This design comes from an exercise in tuning for small area, a short achievable clock period and few clock cycles on the open sky130 flow, not from production work. The RTL was checked by simulation tests, not by an equivalence proof against the original design. Power and IR drop assume default switching activity.

==> flow/design.v (excerpt) <==
module ex_unit (
    input  wire logic             i_clk,
    input  wire logic             i_resetn,
    input  wire logic             i_req,
    input  wire logic [6:0]       i_opcode,
    input  wire logic [2:0]       i_funct3,
    input  wire logic             i_funct7_b5,
    input  wire logic [32-1:0] i_rs1_val,
    input  wire logic [32-1:0] i_rs2_val,
    input  wire logic [32-1:0] i_pc,
    input  wire logic [32-1:0] i_imm,
    input  wire logic [32-1:0] i_pred_addr,
    output wire logic             o_ack,
    output wire logic [32-1:0] o_result,
    output wire logic             o_rd_we,
    output wire logic [32-1:0] o_next_pc,
    output wire logic             o_mispredict,
    output wire logic             o_illegal
);
Settings: LEC_CHECK=0, ABC_AREA=1, CAP_MARGIN=20, CORE_MARGIN=2, CORE_UTILIZATION=40, SLEW_MARGIN=20; clock period 7.0 ns.
standard.sh (not shown) runs the stock make flow with config.mk's settings and CLKGATE_MAP_FILE= SYNTH_SCRIPT=/design/flow/synth_recipe.tcl, a recipe that flattens the netlist after the stock synthesis.
==> flow/flow/run.sh <==
#!/bin/bash
# The standard layout in two calls:
#  - up to clock tree synthesis, timing repair aims for 2.6 ns of setup
#    slack (SETUP_SLACK_MARGIN), which sets how hard the placement-stage
#    repairs size and buffer the logic;
#  - the rest (global route, detailed route, finish) repairs only real
#    violations, so the routed-stage repair adds no cells to chase the
#    margin again.
# The port buffers are the smallest buffer cell (sky130_fd_sc_hd__buf_1)
# instead of the one buffer_ports picks by itself; every input and output
# port still gets its buffer. Each call's full output goes to its own log.
set -euo pipefail
export BUFFER_PORTS_ARGS="-buffer_cell sky130_fd_sc_hd__buf_1"
bash standard.sh SETUP_SLACK_MARGIN=2.6 cts > standard_to_cts.log 2>&1
bash standard.sh SETUP_SLACK_MARGIN=0 finish > standard_finish.log 2>&1
Testbench counts at the start, summed over its fixed seeds: cycles 48,000.
Edit:
==> flow/flow/run.sh (replaced) <==
#!/bin/bash
# The standard layout, with the port buffers made of the smallest
# buffer cell (sky130_fd_sc_hd__buf_1) instead of the one buffer_ports
# picks by itself; every input and output port still gets its buffer.
set -euo pipefail
export BUFFER_PORTS_ARGS="-buffer_cell sky130_fd_sc_hd__buf_1"
bash standard.sh > standard_flow.log 2>&1
- CORE_UTILIZATION: 40 -> 55
- SETUP_SLACK_MARGIN: not set -> 2.6
What happened: Setup slack loses 17 ps; non-clock buffer count climbs by 56; first-iteration DRC count climbs by 65%; via count climbs by 12%.
Edit:
==> flow/flow/run.sh (replaced) <==
#!/bin/bash
# The standard layout in two calls:
#  - up to clock tree synthesis, timing repair aims for 2.6 ns of setup
#    slack (SETUP_SLACK_MARGIN), which sets how hard the placement-stage
#    repairs size and buffer the logic;
#  - the rest (global route, detailed route, finish) repairs only real
#    violations, so the routed-stage repair adds no cells to chase the
#    margin again.
# The port buffers are the smallest buffer cell (sky130_fd_sc_hd__buf_1)
# instead of the one buffer_ports picks by itself; every input and output
# port still gets its buffer. Each call's full output goes to its own log.
set -euo pipefail
export BUFFER_PORTS_ARGS="-buffer_cell sky130_fd_sc_hd__buf_1"
bash standard.sh SETUP_SLACK_MARGIN=2.6 cts > standard_to_cts.log 2>&1
bash standard.sh SETUP_SLACK_MARGIN=0 finish > standard_finish.log 2>&1
- CORE_UTILIZATION: 55 -> 50
- SETUP_SLACK_MARGIN: 2.6 -> not set
After rerunning:
- cell count fell by 2.0%
- sequential cell count is unchanged
- routed wire length fell by 11%
- global-route usage is lower by 6.5 points
Edit:
--- a/flow/flow/run.sh
+++ b/flow/flow/run.sh
@@ -1,5 +1,5 @@
 #!/bin/bash
 # The standard layout in two calls:
-#  - up to clock tree synthesis, timing repair aims for 2.6 ns of setup
+#  - up to clock tree synthesis, timing repair aims for 2.9 ns of setup
 #    slack (SETUP_SLACK_MARGIN), which sets how hard the placement-stage
 #    repairs size and buffer the logic;
@@ -12,4 +12,4 @@
 set -euo pipefail
 export BUFFER_PORTS_ARGS="-buffer_cell sky130_fd_sc_hd__buf_1"
-bash standard.sh SETUP_SLACK_MARGIN=2.6 cts > standard_to_cts.log 2>&1
+bash standard.sh SETUP_SLACK_MARGIN=2.9 cts > standard_to_cts.log 2>&1
 bash standard.sh SETUP_SLACK_MARGIN=0 finish > standard_finish.log 2>&1
- CORE_UTILIZATION: 50 -> 45
=> Non-clock buffer count rose by 42; cell area rose by a little under a tenth; sequential share of layout area fell by 0.99 points; clock-buffer cell count stays the same; wire length rose by a little under a tenth.
Edit:
==> flow/flow/run.sh (replaced) <==
#!/bin/bash
# The standard layout (standard.sh) in two calls, with three changes:
#  - synthesis and repair leave out the full- and half-adder cells
#    (sky130_fd_sc_hd__fa_*, ha_*), added to the platform's own
#    DONT_USE_CELLS, so the adders map to plain gates, which are faster
#    here than the slow adder cells;
#  - up to clock tree synthesis, timing repair aims for 2.6 ns of setup
#    slack (SETUP_SLACK_MARGIN); the rest (global route, detailed route,
#    finish) repairs only real violations, so the routed-stage repair
#    adds no cells to chase the margin again;
#  - the port buffers are the smallest buffer cell (sky130_fd_sc_hd__buf_1)
#    instead of the one buffer_ports picks by itself; every input and
#    output port still gets its buffer.
# Each call's full output goes to its own log in this folder.
set -euo pipefail
platform_dont_use=$(sed -n '/^export DONT_USE_CELLS/,/^#/p' \
    "$FLOW_HOME/platforms/$FLOW_PLATFORM/config.mk" | grep -o 'sky130_fd_sc_hd__[a-z0-9_]*' | tr '\n' ' ')
adders="sky130_fd_sc_hd__fa_1 sky130_fd_sc_hd__fa_2 sky130_fd_sc_hd__fa_4"
adders="$adders sky130_fd_sc_hd__ha_1 sky130_fd_sc_hd__ha_2 sky130_fd_sc_hd__ha_4"
dont_use="DONT_USE_CELLS=$platform_dont_use $adders"
echo "$dont_use" > dont_use_cells.txt
export BUFFER_PORTS_ARGS="-buffer_cell sky130_fd_sc_hd__buf_1"
bash standard.sh "$dont_use" SETUP_SLACK_MARGIN=2.6 cts > standard_to_cts.log 2>&1
bash standard.sh "$dont_use" SETUP_SLACK_MARGIN=0 finish > standard_finish.log 2>&1
After rerunning: The new run finished with timing, DRC and antenna clean; worst setup slack loses 150 ps; routed wire length hardly moves; total power drops by 4.9%; clock skew is about the same; fmax drops by 3.2%; non-clock buffer count drops by 61; flip-flop and latch count stays the same; via count climbs by 6.6%.

## re-timing with driven ports
How much do the figures lean on ideal ports? The routed layouts below were timed once more, with nothing changed but the port constraints.
Step 1: set_driving_cell puts a clkbuf_16 on i_clk and a buf_2 on each other input, an assumption about the parent block.
Step 2 adds t to the input delays and takes it off the output delays; t is the mean of the earliest and latest rising clock arrival at the registers after step 1. Input paths then give back, and output paths get back, about the clock's delay inside the block.
Three values: ideal ports, drivers, drivers and shift; two values: the first two.
run	shift t [ns]	setup WS [ns]	worst setup path after step 2	latest minus earliest clock arrival (ns)	pins driven straight from the clock port
the first run	0.379	2.414 / 2.428 / 2.049	input to register	0.019 / 0.019	1
the second run	0.368	2.397 / 2.335 / 1.967	input to register	0.012 / 0.012	1
the third run	0.378	2.412 / 2.428 / 2.050	input to register	0.013 / 0.013	1
the fourth run	0.374	2.607 / 2.581 / 2.207	input to register	0.016 / 0.016	1
the fifth run	0.398	2.461 / 2.475 / 2.078	input to register	0.017 / 0.017	1
After both steps setup and hold are still met in every run listed. For the second run, which loses most, drivers alone change the setup slack by -0.062 ns; drivers and shift together by -0.430 ns.
